Background: an optimization exercise with open tools, aiming at a short achievable clock period and few clock cycles. Do not read the settings as production practice.
Function was checked by simulation only, so behaviour that the tests miss may differ from the original.
Power is estimated from default activity; no workload was simulated.

--- flow/run.sh ---
#!/bin/bash
# synth_recipe.tcl (not shown) runs the flow's synth.tcl, then flattens the netlist and writes it again
# the make line also repeats each setting of config.mk as NAME=value (left out here)
make -C /OpenROAD-flow-scripts/flow DESIGN_CONFIG=/design/flow/config.mk WORK_HOME=/design/flow/orfs CLKGATE_MAP_FILE= SYNTH_SCRIPT=/design/flow/synth_recipe.tcl finish
--- flow/constraint.sdc ---
create_clock -name core_clock -period 10.0 [get_ports {clock_i}]
set_input_delay 2.0000 -clock core_clock [delete_from_list [all_inputs] [get_ports {clock_i}]]
set_output_delay 2.0000 -clock core_clock [all_outputs]
set_load 0.01 [all_outputs]
--- flow/config.mk ---
export PLATFORM = sky130hd
export DESIGN_NAME = cpu
export DESIGN_NICKNAME = cpu
export VERILOG_FILES = /design/flow/design.v
export SDC_FILE = /design/flow/constraint.sdc
export NUM_CORES = 4
export LEC_CHECK = 0
export CAP_MARGIN = 20
export CORE_MARGIN = 2
export CORE_UTILIZATION = 40
export SLEW_MARGIN = 20
--- flow/design.v ---
package cpu_pkg;
	typedef enum logic [6:0] {
		opc_op     = 7'b0110011,
		opc_op_imm = 7'b0010011,
		opc_lui    = 7'b0110111,
		opc_load   = 7'b0000011,
		opc_store  = 7'b0100011,
		opc_branch = 7'b1100011,
		opc_jal    = 7'b1101111
	} opcode_e;
	typedef struct packed {
		logic add;
		logic sub;
		logic and_;
		logic or_;
		logic xor_;
		logic slt;
		logic sll;
		logic srl;
		logic pass_b;
	} alu_sel_t;
	typedef struct packed {
		logic mem;    
		logic wb;     
		logic ld;     
	} fwd_t;
	typedef struct packed {
		alu_sel_t alu;
		logic     reg_write;   
		logic     is_load;
		logic     is_store;
		logic     is_branch;
		logic     branch_ne;
		logic     is_jump;
		logic     use_rs1;
		logic     use_rs2;
		logic     b_imm;       
	} ctrl_t;
endpackage
module decoder (
	input  logic [31:0]          inst_i,
	output cpu_pkg::ctrl_t       ctrl_o,
	output logic [32-1:0] imm_o,      
	output logic [32-1:0] imm_b_o,
	output logic [32-1:0] imm_j_o
);
	logic [6:0] opcode;
	logic [2:0] funct3;
	logic [6:0] funct7;
	logic is_op, is_opi, is_lui, is_load, is_store, is_br, is_jal;
	logic arith_bad, arith;
	logic rd_nz;
	cpu_pkg::alu_sel_t arith_sel;
	assign opcode = inst_i[6:0];
	assign funct3 = inst_i[14:12];
	assign funct7 = inst_i[31:25];
	assign rd_nz = inst_i[11:7] != 5'd0;
	assign is_op    = opcode == cpu_pkg::opc_op;
	assign is_opi   = opcode == cpu_pkg::opc_op_imm;
	assign is_lui   = opcode == cpu_pkg::opc_lui;
	assign is_load  = opcode == cpu_pkg::opc_load && funct3 == 3'b010;
	assign is_store = opcode == cpu_pkg::opc_store && funct3 == 3'b010;
	assign is_br    = opcode == cpu_pkg::opc_branch && funct3[2:1] == 2'b00;
	assign is_jal   = opcode == cpu_pkg::opc_jal;
	assign arith_bad = (funct3 == 3'b011) ||
		(is_op ?
			!(funct7 == 7'b0 || (funct7 == 7'b0100000 && funct3 == 3'b000)) :
			((funct3 == 3'b001 || funct3 == 3'b101) && funct7 != 7'b0));
	assign arith = (is_op || is_opi) && !arith_bad;
	always_comb begin
		arith_sel = '0;
		case (funct3)
			3'b000: begin
				arith_sel.sub = is_op && funct7[5];
				arith_sel.add = !(is_op && funct7[5]);
			end
			3'b001: arith_sel.sll = 1'b1;
			3'b010: arith_sel.slt = 1'b1;
			3'b100: arith_sel.xor_ = 1'b1;
			3'b101: arith_sel.srl = 1'b1;
			3'b110: arith_sel.or_ = 1'b1;
			3'b111: arith_sel.and_ = 1'b1;
			default: ;
		endcase
	end
	assign imm_b_o = {{(32-12){inst_i[31]}}, inst_i[7], inst_i[30:25], inst_i[11:8], 1'b0};
	assign imm_j_o = {{(32-20){inst_i[31]}}, inst_i[19:12], inst_i[20], inst_i[30:21], 1'b0};
	always_comb begin
		if (is_lui)
			imm_o = {inst_i[31:12], 12'b0};
		else if (is_store)
			imm_o = {{(32-12){inst_i[31]}}, inst_i[31:25], inst_i[11:7]};
		else
			imm_o = {{(32-12){inst_i[31]}}, inst_i[31:20]};
	end
	always_comb begin
		ctrl_o = '0;
		if (arith)
			ctrl_o.alu = arith_sel;
		ctrl_o.alu.add = (arith && arith_sel.add) || is_load || is_store;
		ctrl_o.alu.pass_b = is_lui || is_jal;
		ctrl_o.reg_write = (arith || is_lui || is_load || is_jal) && rd_nz;
		ctrl_o.is_load = is_load;
		ctrl_o.is_store = is_store;
		ctrl_o.is_branch = is_br;
		ctrl_o.branch_ne = funct3[0];
		ctrl_o.is_jump = is_jal;
		ctrl_o.use_rs1 = arith || is_load || is_store || is_br;
		ctrl_o.use_rs2 = (arith && is_op) || is_store || is_br;
		ctrl_o.b_imm = (arith && is_opi) || is_lui || is_load || is_store || is_jal;
	end
endmodule
module gpr (
	input  logic                 clock_i,
	input  logic                 rst_i,
	input  logic                 we_i,       
	input  logic [4:0]           waddr_i,
	input  logic [32-1:0] wdata_i,
	input  logic [4:0]           raddr1_i,
	input  logic [4:0]           raddr2_i,
	output logic [32-1:0] rdata1_o,
	output logic [32-1:0] rdata2_o
);
	logic [32-1:0] regs [1:32-1];
	logic [32-1:0] r1, r2;
	always_ff @(posedge clock_i) begin
		if (rst_i) begin
			for (int i = 1; i < 32; i++)
				regs[i] <= '0;
		end else if (we_i) begin
			regs[waddr_i] <= wdata_i;
		end
	end
	always_comb begin
		r1 = '0;
		r2 = '0;
		for (int i = 1; i < 32; i++) begin
			if (raddr1_i == 5'(i))
				r1 = regs[i];
			if (raddr2_i == 5'(i))
				r2 = regs[i];
		end
	end
	assign rdata1_o = (we_i && waddr_i == raddr1_i) ? wdata_i : r1;
	assign rdata2_o = (we_i && waddr_i == raddr2_i) ? wdata_i : r2;
endmodule
module alu (
	input  cpu_pkg::alu_sel_t    sel_i,
	input  logic [32-1:0] a_i,
	input  logic [32-1:0] b_i,
	output logic [32-1:0] result_o,
	output logic                 eq_o
);
	logic [32-1:0] sum, dif, sll, srl;
	logic less;
	assign sum = a_i + b_i;
	assign dif = a_i - b_i;
	assign less = (a_i[32-1] ^ b_i[32-1]) ? a_i[32-1] : dif[32-1];
	assign sll = a_i << b_i[4:0];
	assign srl = a_i >> b_i[4:0];
	assign result_o =
		({32{sel_i.add}}    & sum) |
		({32{sel_i.sub}}    & dif) |
		({32{sel_i.and_}}   & (a_i & b_i)) |
		({32{sel_i.or_}}    & (a_i | b_i)) |
		({32{sel_i.xor_}}   & (a_i ^ b_i)) |
		({32{sel_i.slt}}    & {{(32-1){1'b0}}, less}) |
		({32{sel_i.sll}}    & sll) |
		({32{sel_i.srl}}    & srl) |
		({32{sel_i.pass_b}} & b_i);
	assign eq_o = a_i == b_i;
endmodule
module addr_gen #(
	parameter int N = 8,
	parameter int NB = 3     
) (
	input  logic                 clock_i,
	input  logic                 rst_i,
	input  logic [32-1:0] fetch_pc_i,
	output logic                 hit_o,
	output logic                 taken_o,
	output logic [32-1:0] target_o,
	input  logic                 upd_i,
	input  logic [32-1:0] upd_pc_i,
	input  logic [32-1:0] upd_target_i,
	input  logic                 upd_taken_i,
	input  logic                 upd_alloc_i     
);
	logic [N-1:0] valid;
	logic [32-1:2] tag [N];
	logic [32-1:0] target [N];
	logic [N-1:0] taken;
	logic [NB-1:0] rr;
	logic [N-1:0] hit, uhit;
	logic uany;
	logic [NB-1:0] uidx;
	always_comb begin
		hit_o = 1'b0;
		taken_o = 1'b0;
		target_o = '0;
		for (int i = 0; i < N; i++) begin
			hit[i] = valid[i] && tag[i] == fetch_pc_i[32-1:2];
			hit_o = hit_o | hit[i];
			taken_o = taken_o | (hit[i] & taken[i]);
			target_o = target_o | ({32{hit[i]}} & target[i]);
		end
	end
	always_comb begin
		uany = 1'b0;
		uidx = rr;
		for (int i = 0; i < N; i++) begin
			uhit[i] = valid[i] && tag[i] == upd_pc_i[32-1:2];
			if (uhit[i]) begin
				uany = 1'b1;
				uidx = i[NB-1:0];
			end
		end
	end
	always_ff @(posedge clock_i) begin
		if (rst_i) begin
			valid <= '0;
			rr <= '0;
		end else if (upd_i && (uany || upd_alloc_i)) begin
			valid[uidx] <= 1'b1;
			if (!uany)
				rr <= rr + 1'b1;
		end
	end
	always_ff @(posedge clock_i) begin
		if (upd_i && (uany || upd_alloc_i)) begin
			tag[uidx] <= upd_pc_i[32-1:2];
			target[uidx] <= upd_target_i;
			taken[uidx] <= upd_taken_i;
		end
	end
endmodule
module hazard (
	input  logic       valid_i,      
	input  logic [4:0] rs1_i,
	input  logic [4:0] rs2_i,
	input  logic       use_rs1_i,
	input  logic       use_rs2_i,
	input  logic [4:0] ex_rd_i,
	input  logic       ex_we_i,      
	input  logic       ex_is_load_i,
	input  logic [4:0] mem_rd_i,
	input  logic       mem_we_i,
	input  logic       mem_is_load_i,
	output cpu_pkg::fwd_t fwd1_o,    
	output cpu_pkg::fwd_t fwd2_o,
	output logic       stall_o
);
	logic ex_hit1, ex_hit2, mem_hit1, mem_hit2;
	assign ex_hit1 = ex_we_i && ex_rd_i == rs1_i;
	assign ex_hit2 = ex_we_i && ex_rd_i == rs2_i;
	assign mem_hit1 = mem_we_i && mem_rd_i == rs1_i;
	assign mem_hit2 = mem_we_i && mem_rd_i == rs2_i;
	assign fwd1_o.mem = ex_hit1;
	assign fwd1_o.wb = !ex_hit1 && mem_hit1 && !mem_is_load_i;
	assign fwd1_o.ld = !ex_hit1 && mem_hit1 && mem_is_load_i;
	assign fwd2_o.mem = ex_hit2;
	assign fwd2_o.wb = !ex_hit2 && mem_hit2 && !mem_is_load_i;
	assign fwd2_o.ld = !ex_hit2 && mem_hit2 && mem_is_load_i;
	assign stall_o = valid_i && ex_is_load_i &&
		((use_rs1_i && ex_hit1) || (use_rs2_i && ex_hit2));
endmodule
module cpu (
	input  logic                 clock_i,
	input  logic                 rst_i,
	input  logic [31:0]          inst_i,
	input  logic [32-1:0] load_data_i,
	output logic [32-1:0] pc_o,
	output logic [32-1:0] address_o,
	output logic [32-1:0] store_data_o,
	output logic                 mem_load_o,
	output logic                 mem_store_o
);
	function automatic logic sum_eq(input logic [32-1:0] a,
			input logic [32-1:0] b, input logic [32-1:0] k);
		logic [32-1:0] need, give;
		need = a ^ b ^ k;
		give = {((a[32-2:0] ^ b[32-2:0]) & ~k[32-2:0]) |
			(a[32-2:0] & b[32-2:0]), 1'b0};
		sum_eq = need == give;
	endfunction
	logic [32-1:0] pc, pc4, npc;
	logic btb_hit, btb_taken;
	logic [32-1:0] btb_target;
	logic                 d_valid;
	logic [32-1:0] d_pc, d_pc4;
	logic [31:0]          d_inst;
	logic                 d_bhit, d_btaken;
	cpu_pkg::ctrl_t       id_ctrl;
	logic [32-1:0] id_imm, id_imm_b, id_imm_j, id_rdata1, id_rdata2;
	logic [32-1:0] id_tgt_b, id_tgt_j, id_next;
	logic [4:0]           id_rs1, id_rs2, id_rd;
	logic                 id_pred, id_heur, id_ok, id_redirect, stall;
	cpu_pkg::fwd_t        id_fwd1, id_fwd2;
	cpu_pkg::ctrl_t       e_ctrl;
	cpu_pkg::fwd_t        e_fwd1, e_fwd2, e_fwds;
	logic [32-1:0] e_a, e_b, e_sd, e_alt, e_pc, e_tgt;
	logic [4:0]           e_rd;
	logic                 e_pred;
	logic [32-1:0] fa, fb, alu_result;
	logic                 alu_eq, e_taken, e_mispredict;
	logic [32-1:0] m_result, m_sd;
	logic [4:0]           m_rd;
	logic                 m_we, m_load, m_store;
	logic [32-1:0] w_alu, w_load, w_value;
	logic [4:0]           w_rd;
	logic                 w_we, w_is_load;
	addr_gen btb_i (
		.clock_i(clock_i),
		.rst_i(rst_i),
		.fetch_pc_i(pc),
		.hit_o(btb_hit),
		.taken_o(btb_taken),
		.target_o(btb_target),
		.upd_i(e_ctrl.is_branch || e_ctrl.is_jump),
		.upd_pc_i(e_pc),
		.upd_target_i(e_tgt),
		.upd_taken_i(e_ctrl.is_jump || e_taken),
		.upd_alloc_i(e_ctrl.is_jump || e_taken || e_mispredict)
	);
	assign pc4 = pc + 32'(4);
	always_comb begin
		if (e_mispredict)
			npc = e_alt;
		else if (id_redirect)
			npc = id_next;
		else if (stall)
			npc = pc;
		else if (btb_hit && btb_taken)
			npc = btb_target;
		else
			npc = pc4;
	end
	always_ff @(posedge clock_i) begin
		if (rst_i)
			pc <= 32'h0000_0000;
		else
			pc <= npc;
	end
	assign pc_o = pc;
	always_ff @(posedge clock_i) begin
		if (rst_i || e_mispredict)
			d_valid <= 1'b0;
		else if (!stall)
			d_valid <= !id_redirect;
	end
	always_ff @(posedge clock_i) begin
		if (!stall) begin
			d_pc <= pc;
			d_pc4 <= pc4;
			d_inst <= inst_i;
			d_bhit <= btb_hit;
			d_btaken <= btb_taken;
		end
	end
	assign id_rs1 = d_inst[19:15];
	assign id_rs2 = d_inst[24:20];
	assign id_rd = d_inst[11:7];
	decoder decoder_i (
		.inst_i(d_inst),
		.ctrl_o(id_ctrl),
		.imm_o(id_imm),
		.imm_b_o(id_imm_b),
		.imm_j_o(id_imm_j)
	);
	gpr gpr_i (
		.clock_i(clock_i),
		.rst_i(rst_i),
		.we_i(w_we),
		.waddr_i(w_rd),
		.wdata_i(w_value),
		.raddr1_i(id_rs1),
		.raddr2_i(id_rs2),
		.rdata1_o(id_rdata1),
		.rdata2_o(id_rdata2)
	);
	hazard hazard_i (
		.valid_i(d_valid),
		.rs1_i(id_rs1),
		.rs2_i(id_rs2),
		.use_rs1_i(id_ctrl.use_rs1),
		.use_rs2_i(id_ctrl.use_rs2),
		.ex_rd_i(e_rd),
		.ex_we_i(e_ctrl.reg_write),
		.ex_is_load_i(e_ctrl.is_load),
		.mem_rd_i(m_rd),
		.mem_we_i(m_we),
		.mem_is_load_i(m_load),
		.fwd1_o(id_fwd1),
		.fwd2_o(id_fwd2),
		.stall_o(stall)
	);
	assign id_heur = (id_rs1 == id_rs2) ? !id_ctrl.branch_ne :
		(id_ctrl.branch_ne || d_inst[31]);
	assign id_pred = id_ctrl.is_jump ||
		(id_ctrl.is_branch && (d_bhit ? d_btaken : id_heur));
	assign id_tgt_b = d_pc + id_imm_b;
	assign id_tgt_j = d_pc + id_imm_j;
	assign id_next = !id_pred ? d_pc4 : id_ctrl.is_jump ? id_tgt_j : id_tgt_b;
	assign id_ok = !id_pred ? (d_pc4 == pc) :
		id_ctrl.is_jump ? sum_eq(d_pc, id_imm_j, pc) : sum_eq(d_pc, id_imm_b, pc);
	assign id_redirect = d_valid && !id_ok;
	always_ff @(posedge clock_i) begin
		if (rst_i || e_mispredict || stall || !d_valid)
			e_ctrl <= '0;  
		else
			e_ctrl <= id_ctrl;
	end
	always_ff @(posedge clock_i) begin
		e_fwd1 <= id_fwd1;
		e_fwd2 <= id_ctrl.b_imm ? '0 : id_fwd2;
		e_fwds <= id_fwd2;
		e_a <= id_rdata1;
		e_b <= id_ctrl.is_jump ? d_pc4 : id_ctrl.b_imm ? id_imm : id_rdata2;
		e_sd <= id_rdata2;
		e_rd <= id_rd;
		e_pred <= id_pred;
		e_alt <= id_pred ? d_pc4 : id_tgt_b;
		e_pc <= d_pc;
		e_tgt <= id_ctrl.is_jump ? id_tgt_j : id_tgt_b;
	end
	function automatic logic [32-1:0] fwd_mux(input cpu_pkg::fwd_t s,
			input logic [32-1:0] own);
		fwd_mux = ({32{s.mem}} & m_result) |
			({32{s.wb}} & w_alu) |
			({32{s.ld}} & w_load) |
			({32{!(s.mem || s.wb || s.ld)}} & own);
	endfunction
	always_comb begin
		fa = fwd_mux(e_fwd1, e_a);
		fb = fwd_mux(e_fwd2, e_b);
	end
	alu alu_i (
		.sel_i(e_ctrl.alu),
		.a_i(fa),
		.b_i(fb),
		.result_o(alu_result),
		.eq_o(alu_eq)
	);
	assign e_taken = e_ctrl.is_branch && (alu_eq ^ e_ctrl.branch_ne);
	assign e_mispredict = e_ctrl.is_branch && (e_taken ^ e_pred);
	always_ff @(posedge clock_i) begin
		if (rst_i) begin
			m_we <= 1'b0;
			m_load <= 1'b0;
			m_store <= 1'b0;
		end else begin
			m_we <= e_ctrl.reg_write;
			m_load <= e_ctrl.is_load;
			m_store <= e_ctrl.is_store;
		end
	end
	always_ff @(posedge clock_i) begin
		m_result <= alu_result;
		m_sd <= fwd_mux(e_fwds, e_sd);
		m_rd <= e_rd;
	end
	assign address_o = m_result;
	assign store_data_o = m_sd;
	assign mem_load_o = m_load;
	assign mem_store_o = m_store;
	always_ff @(posedge clock_i) begin
		if (rst_i) begin
			w_we <= 1'b0;
		end else begin
			w_we <= m_we;
		end
	end
	always_ff @(posedge clock_i) begin
		w_alu <= m_result;
		w_load <= load_data_i;
		w_is_load <= m_load;
		w_rd <= m_rd;
	end
	assign w_value = w_is_load ? w_load : w_alu;
endmodule
==> flow_metrics.env <==
export IMPL_status="no timing/DRC/antenna violations"
export IMPL_synthTopCellsByArea="edfxtp_1, dfxtp_1, nor2_1"
export IMPL_firstDrtPassIters=10
export IMPL_post_route_drc_count=0
export IMPL_synth_nets=9966
export IMPL_layout_commonest_cell="edfxtp_1"
export IMPL_p_per_area_nw_per_um2=184
export IMPL_worst_pin_slew_ps=1290
export IMPL_dp_hpwl_mm=338
export IMPL_synth_area_leader_cell="edfxtp_1"
export IMPL_leakage_uw=0.0398
export IMPL_rows=185
export IMPL_ys_ff_latch=1999
export IMPL_power_frac_seq=0.451
export IMPL_netlist_instances=9709
export IMPL_path_class="flip-flop to flip-flop"
export IMPL_first_global_vias=83800
export IMPL_p_sw_frac=0.293
export IMPL_synth_area_um2=102000
export IMPL_clock_sinks=1999
export IMPL_slew_headroom=0.120
export IMPL_fin_nets=9991
export IMPL_drtIter0Drc=17000
export IMPL_drv_slew=0
export IMPL_ff2ff_setup_slack_ps=2840
export IMPL_cp_start_kind="flip-flop"
export IMPL_finalCritPeriodShare=0.716
export IMPL_fp_dieH_um=510
export IMPL_path_max_fanout=33
export IMPL_period_minus_slack_ps=7160
export IMPL_synth_edf_count=1592
export IMPL_netSwitchingPower_uw=6250
export IMPL_peakVddDrop_mv=0.155
export IMPL_die_width_um=510
export IMPL_wirelength_mm=490
export IMPL_fin_tns_setup_ps=0
export IMPL_timing_fmax_mhz=140
export IMPL_viasPerCell=6.77
export IMPL_drive_above_1_share=0.0973
export IMPL_critPathRequiredTime_ps=10500
export IMPL_cts_buffers=224
export IMPL_grt_max_degree=108
export IMPL_overflow=0
export IMPL_cts_tree="done"
export IMPL_ys_seq_area_frac=0.546
export IMPL_reg2reg_depth=17
export IMPL_core_um2=254000
export IMPL_hold_path_class="flip-flop to flip-flop"
export IMPL_dieArea_um2=260000
export IMPL_pwr_share_clk=0.390
export IMPL_cts_root_buffer="clkbuf_16"
export IMPL_antenna_found_initial=41
export IMPL_yosysWarnings=4
export IMPL_cp_end_kind="flip-flop"
export IMPL_p_comb_frac=0.159
export IMPL_finalHoldViolCount=0
export IMPL_antenna_left=0
export IMPL_start_util=0.403
export IMPL_ys_flop_type="edfxtp_1"
export IMPL_drv_cap=0
export IMPL_io_pins=164
export IMPL_synthArstFlopShare=0
export IMPL_clock_latency_ps=920
export IMPL_holdWs_ps=349
export IMPL_cts_htree_levels=4
export IMPL_worstPathArrival_ps=7670
export IMPL_area_growth_pct=13.3
export IMPL_cts_hold_buf=0
export IMPL_internal_power_uw=15100
export IMPL_setup_viol=0
export IMPL_wire_per_inst_um=36.9
export IMPL_endpoint="btb_i.target[1][18]"
export IMPL_clockBufferDepth=4
export IMPL_post_cts_buffers=0
export IMPL_layout_common_cells="edfxtp_1, nor2_1, nand2_1, xnor2_1, a21oi_1"
export IMPL_r2r_end="btb_i.target[1][18]"
export IMPL_grt_pass1_wl_mm=674
export IMPL_synth_top_cell_area_share=0.466
export IMPL_cts_resized_gates=0
export IMPL_groute_usage_overall=0.365
export IMPL_rsz0062_at_grt="no"
export IMPL_gp_congestion=1.03
export IMPL_worstReg2RegStart="e_fwd1[2]"
export IMPL_ys_types=108
export IMPL_syn_area_per_cell_um2=10.6
export IMPL_finalClockSkew_ps=88.9
export IMPL_io_buffers=163
export IMPL_hold_path_cell_count=0
export IMPL_num_vias=90000
export IMPL_clk_pin_slew_ps=60
export IMPL_critPathLaunch="e_fwd1[2]"
-- how the worst min path moves through the flow --
stage,from,end
2_1_floorplan,d_pc[31],e_pc[31]
3_3_place_gp,e_rd[4],m_rd[4]
3_5_place_dp,m_rd[0],w_rd[0]
4_1_cts,m_result[18],w_alu[18]
5_1_grt,m_result[18],w_alu[18]
6_report,e_rd[2],m_rd[2]
-- metrics by stage --
stage / power (uW) / setup WS (ps) / cell area (um^2) / std cells / util
2_1_floorplan: 11500 / 2780 / 102000 / 9709 / -
3_3_place_gp: 13000 / 2960 / 109000 / 12900 / 0.428
3_5_place_dp: 13000 / 2960 / 109000 / 12900 / 0.428
4_1_cts: 21200 / 2920 / 116000 / 13300 / 0.456
5_1_grt: 21800 / 2620 / 116000 / 13300 / 0.456
6_report: 21300 / 2840 / 116000 / 13300 / 0.456
-- flip-flops by register name (all words and copies together), names as in the netlist, 8 cells and up --
register and cells:
d_pc4 30, m_result 32, btb_i.taken 8, btb_i.valid 8, w_alu 32, w_load 32, e_sd 32, pc 32
e_pc 30, d_inst 32, btb_i.tag 240, gpr_i.regs 992, e_tgt 32, m_sd 32, e_ctrl 15, e_alt 32
btb_i.target 256, d_pc 32, e_b 32, e_a 32
-- synth_stat cells (54+ instances only) --
| cell | instances |
|---|---|
| a31oi_1 | 56 |
| o211ai_1 | 54 |
| a211oi_1 | 67 |
| a221oi_1 | 182 |
| nand4_1 | 216 |
| nand2_1 | 774 |
| nor2_1 | 1524 |
| nor3_1 | 141 |
| nand3_1 | 146 |
| xor2_1 | 197 |
| inv_1 | 170 |
| o221ai_1 | 82 |
| mux2i_1 | 173 |
| dfxtp_1 | 407 |
| mux2_2 | 88 |
| o21ai_0 | 391 |
| clkbuf_1 | 534 |
| xnor2_1 | 523 |
| a22o_1 | 74 |
| edfxtp_1 | 1592 |
| a222oi_1 | 132 |
| ha_1 | 143 |
| a22oi_1 | 263 |
| a21oi_1 | 456 |
| buf_2 | 149 |
| nor4_1 | 91 |
| o22ai_1 | 261 |
-- cell families after synthesis --
| logic type | synth area share |
|---|---|
| fa+ha+maj | 0.0268 |
| buf+inv | 0.0365 |
| simple gates | 0.138 |
| flops | 0.546 |
| xor+xnor | 0.0615 |
| compound gates | 0.163 |
| mux | 0.0280 |
-- final cells by class --
class / instances / area, um^2
flip-flops and latches: 1999 / 56000
well taps: 3366 / 4210
multi-input cells: 6783 / 43500
repair buffers: 549 / 4560
clock inverters: 107 / 997
diodes: 17 / 42.5
clock buffers: 294 / 6190
inverters: 177 / 664
fillers: 23400 / 138000
-- per-layer routing --
layer,global-route usage,up-vias,wire length [um],share of wire
li1,-,36300,-,-
met1,0.488,44700,185000,0.38
met2,0.526,7507,203000,0.41
met3,0.119,1502,70400,0.14
met4,0.191,22,32600,0.067
met5,0,-,175,0.00036
-- power by group through the flow --
stage | sequential (uW) | clock (uW) | combinational [uW]
2_1_floorplan | 9630 | 0 | 1890
3_3_place_gp | 9780 | 0 | 3230
3_5_place_dp | 9780 | 0 | 3220
4_1_cts | 9610 | 8320 | 3240
5_1_grt | 9640 | 8640 | 3510
6_report | 9620 | 8310 | 3390
-- critical path, stage by stage, from the launching register on --
cell      delay [ps]
dfxtp_1          300
buf_4            270
nor3_2           370
buf_4            430
nand2_1          110
nand2_1          280
ha_1             410
or3_1            400
or4_1            530
nor4_2           650
xnor2_1          360
inv_1            120
o41ai_1           80
nand2b_1         430
inv_1            110
or2_2            430
nor2_4           790
buf_4            590
Testbench counts, summed over its fixed seeds: cycles 19,092.

[afterwards: timing with drivers on the ports]
No port has a modelled driver above. Below, the same layout with a new extraction and two added sets of constraints. Step 1 (the two cells are an assumption about what drives the block):
set clk [get_ports {clock_i}]
set_driving_cell -lib_cell sky130_fd_sc_hd__clkbuf_16 $clk
set_driving_cell -lib_cell sky130_fd_sc_hd__buf_2 [delete_from_list [all_inputs] $clk]
Step 2 also shifts input and output timing later by t, the mid clock arrival at the registers, as if the neighbouring blocks saw the same clock. Slacks: ideal ports / drivers / drivers and shift; pairs: ideal ports / drivers.
shift t [ns]: 0.972
slack for setup (ns): 2.837 / 2.837 / 2.837
hold WS [ns]: 0.349 / 0.349 / 0.349
worst data-port slew with drivers (ns): 0.08
pins driven straight from the clock port: 1
After both steps this run still meets setup and hold. For this run, drivers alone change the setup slack by 0.000 ns; drivers and shift together by 0.000 ns.
